This design comes from an exercise in tuning for small area, a short achievable clock period and few clock cycles per item on the open sky130 flow, not from production work.
Function was checked by simulation only, so behaviour that the tests miss may differ from the original.
Power figures rest on the tool's default switching activity, not on a simulated workload.

before:
// abp_sender_with_queue_unit
module abp_sender_with_queue_unit #(
  parameter int unsigned QUEUE_DEPTH = abp_pkg::QUEUE_DEPTH_DEF
) (
  input  wire         clk_i,
  input  wire         rst_ni,
  input  wire         cfg_we_i,
  input  wire  [15:0] cfg_wdata_i,
  input  wire         in_valid_i,
  output logic        in_ready_o,
  input  wire  [1:0]  in_cmd_i,
  input  wire         in_seq_i,
  input  wire         in_ack_i,
  input  wire  [31:0] in_checksum_i,
  input  wire  [63:0] in_payload_lo_i,
  input  wire  [63:0] in_payload_mid_i,
  input  wire  [31:0] in_payload_hi_i,
  output logic        out_valid_o,
  input  wire         out_ready_i,
  output logic        out_sent_o,
  output logic        out_seq_o,
  output logic        out_ack_o,
  output logic [31:0] out_checksum_o,
  output logic [63:0] out_lo_o,
  output logic [63:0] out_mid_o,
  output logic [31:0] out_hi_o,
  output logic        out_dropped_o,
  output logic [4:0]  out_queue_level_o
);
clock: 11.0 ns
lec_check: 0
cap_margin: 20
core_margin: 2
core_utilization: 40
cts_cluster_diameter: 100
cts_cluster_size: 30
slew_margin: 20
standard.sh (not shown) runs the stock make flow with config.mk's settings and CLKGATE_MAP_FILE= SYNTH_SCRIPT=/design/flow/synth_recipe.tcl, a recipe that flattens the netlist after the stock synthesis.
==> flow/flow/run.sh <==
#!/bin/bash
set -euo pipefail
export SETUP_SLACK_MARGIN=6.3
bash standard.sh > standard.log 2>&1
Testbench counts of before, summed over its fixed seeds: cycles 24,016, items 24,000.
--- input diff before..after ---
Settings: a change of CORE_UTILIZATION from 40 to 55.
--- a/flow/flow/run.sh
+++ b/flow/flow/run.sh
@@ -3 +3 @@
-export SETUP_SLACK_MARGIN=6.3
+export SETUP_SLACK_MARGIN=5.8
- Global-route met1 utilization was lower in before than in after.
- Min total wirelength of the detailed-routed design across before and after: after
- From before to after, netlist area before placement did not move at all.
- before ended up with flip-flop to primary output as its type of the worst setup path; after ended up with input port to flip-flop.
- [after] minimum clock period after layout rose 0.23 ns relative to before
- Critical path depth was higher in after than in before.
- Of after and before, it is after that has the higher wire length per cell after detailed routing.


old:
Another version of the RTL of abp_sender_with_queue_unit (not shown whole).
Size in the first run: ~3100 flip-flops, ~420 I/O pins, ~120000 µm² of cells after synthesis.
export LEC_CHECK = 0
export CAP_MARGIN = 20
export CORE_MARGIN = 2
export CORE_UTILIZATION = 40
export CTS_CLUSTER_DIAMETER = 100
export CTS_CLUSTER_SIZE = 27
export SLEW_MARGIN = 20
create_clock -name core_clock -period 11.0 [get_ports {clk_i}]
==> flow/flow/run.sh <==
#!/bin/bash
set -euo pipefail
export SETUP_SLACK_MARGIN=6.4
export BUFFER_PORTS_ARGS="-buffer_cell sky130_fd_sc_hd__buf_1"
bash standard.sh > standard.log 2>&1
Testbench counts of old, summed over its fixed seeds: cycles 24,016, items 24,000.
--- input diff old..new ---
# old
export LEC_CHECK = 0
export CAP_MARGIN = 20
export CORE_MARGIN = 2
export CORE_UTILIZATION = 40
export CTS_CLUSTER_DIAMETER = 100
export CTS_CLUSTER_SIZE = 27
export SLEW_MARGIN = 20
create_clock -name core_clock -period 11.0 [get_ports {clk_i}]
# new
export LEC_CHECK = 0
export CAP_MARGIN = 20
export CORE_MARGIN = 2
export CORE_UTILIZATION = 40
export CTS_CLUSTER_DIAMETER = 100
export CTS_CLUSTER_SIZE = 24
export SLEW_MARGIN = 20
export TNS_END_PERCENT = 20
create_clock -name core_clock -period 11.0 [get_ports {clk_i}]
--- a/flow/flow/run.sh
+++ b/flow/flow/run.sh
@@ -3 +3 @@
-export SETUP_SLACK_MARGIN=6.4
+export SETUP_SLACK_MARGIN=6.3
==> run summary <==
- buf_2 as the cell with the largest stage delay on the worst path was reported by new, and fa_1 by old.
- Comparing new with old, the global-route usage came out essentially unchanged.
- [new] clock network fraction of total power rose 0.5 points relative to old
- On met1 routing resource usage after global routing, old tracks new almost exactly.
- On final core utilization, new and old are basically level.

--- another note on this design; it stands on its own ---

// abp_sender_with_queue_unit
module abp_sender_with_queue_unit #(
  parameter int unsigned QUEUE_DEPTH = abp_pkg::QUEUE_DEPTH_DEF
) (
  input  wire         clk_i,
  input  wire         rst_ni,
  input  wire         cfg_we_i,
  input  wire  [15:0] cfg_wdata_i,
  input  wire         in_valid_i,
  output logic        in_ready_o,
  input  wire  [1:0]  in_cmd_i,
  input  wire         in_seq_i,
  input  wire         in_ack_i,
  input  wire  [31:0] in_checksum_i,
  input  wire  [63:0] in_payload_lo_i,
  input  wire  [63:0] in_payload_mid_i,
  input  wire  [31:0] in_payload_hi_i,
  output logic        out_valid_o,
  input  wire         out_ready_i,
  output logic        out_sent_o,
  output logic        out_seq_o,
  output logic        out_ack_o,
  output logic [31:0] out_checksum_o,
  output logic [63:0] out_lo_o,
  output logic [63:0] out_mid_o,
  output logic [31:0] out_hi_o,
  output logic        out_dropped_o,
  output logic [4:0]  out_queue_level_o
);
  localparam int unsigned PSUM_W = abp_pkg::PSUM_W;
  localparam int unsigned PAY_W  = abp_pkg::PAYLOAD_W;
  localparam int unsigned NR     = abp_pkg::NROWS;
  logic [15:0] timeout_q;
  always_ff @(posedge clk_i or negedge rst_ni) begin
    if (!rst_ni) begin
  ...
Size in the first run: roughly 6200 cells after synthesis, roughly 3100 flip-flops, roughly 420 I/O pins.
==> flow/config.mk <==
export PLATFORM = sky130hd
export DESIGN_NAME = abp_sender_with_queue_unit
export DESIGN_NICKNAME = abp_sender_with_queue_unit
export VERILOG_FILES = /design/flow/design.v
export SDC_FILE = /design/flow/constraint.sdc
export NUM_CORES = 4
export LEC_CHECK = 0
export CAP_MARGIN = 20
export CORE_MARGIN = 2
export CORE_UTILIZATION = 40
export CTS_CLUSTER_DIAMETER = 100
export CTS_CLUSTER_SIZE = 27
export SLEW_MARGIN = 20
==> flow/constraint.sdc <==
create_clock -name core_clock -period 11.0 [get_ports {clk_i}]
set_input_delay 2.2000 -clock core_clock [delete_from_list [all_inputs] [get_ports {clk_i}]]
set_output_delay 2.2000 -clock core_clock [all_outputs]
set_load 0.01 [all_outputs]
standard.sh (not shown) runs the stock make flow with config.mk's settings and CLKGATE_MAP_FILE= SYNTH_SCRIPT=/design/flow/synth_recipe.tcl, a recipe that flattens the netlist after the stock synthesis.
==> flow/flow/run.sh <==
#!/bin/bash
set -euo pipefail
export SETUP_SLACK_MARGIN=6.5
export BUFFER_PORTS_ARGS="-buffer_cell sky130_fd_sc_hd__buf_1"
bash standard.sh > standard.log 2>&1
The baseline passed the timing, design-rule and antenna checks.
Testbench counts at the start, summed over its fixed seeds: cycles 24,016, items 24,000.
Edit:
==> flow/flow/run.sh (replaced) <==
#!/bin/bash
set -euo pipefail
export SETUP_SLACK_MARGIN=6.3
export BUFFER_PORTS_ARGS="-buffer_cell sky130_fd_sc_hd__buf_1"
bash standard.sh > standard.log 2>&1
CTS_CLUSTER_SIZE = 24   (was 27)
Effect: Global-route usage came out lower by 0.21 points. Worst hold slack gets worse by 0.025 ns. Core utilization came out lower by 0.58 points. Power stays flat. First-iteration DRC count came out lower by about 1.4%. Die area stays the same. Count of clock-buffer cells in the layout came out higher by 11. Non-clock buffer count came out lower by 79. Cell count came out lower by 0.67%. Cell area came out lower by 1.3%.

-- static timing again, ports no longer ideal --
Ports are ideal in the flow. The routed layouts listed here were re-timed in OpenROAD. Step 1, drivers: a clkbuf_16 drives clk_i and a buf_2 each remaining input, both assumed. Step 2 also shifts input and output timing later by t, the mid clock arrival at the registers, as if the neighbouring blocks saw the same clock. a / b / c = no drivers / after step 1 / after step 2; a / b = the first two.
| run | t, ns | slack for setup (ns) | worst data-port slew with drivers (ns) |
|---|---|---|---|
| before | 0.989 | 6.053 / 5.955 / 5.392 | 0.23 |
| after | 0.890 | 5.828 / 5.850 / 4.970 | 0.19 |
| old | 0.958 | 6.387 / 6.346 / 5.475 | 0.21 |
| new | 0.967 | 6.240 / 6.215 / 5.374 | 0.21 |
| the first run of note 3 | 0.956 | 6.395 / 6.346 / 5.528 | 0.21 |
| the second run of note 3 | 0.958 | 6.313 / 6.288 / 5.420 | 0.23 |
After both steps setup and hold are still met in every run listed. The setup slack of old, which loses most, moves by -0.041 ns with the drivers and by -0.912 ns with both steps.
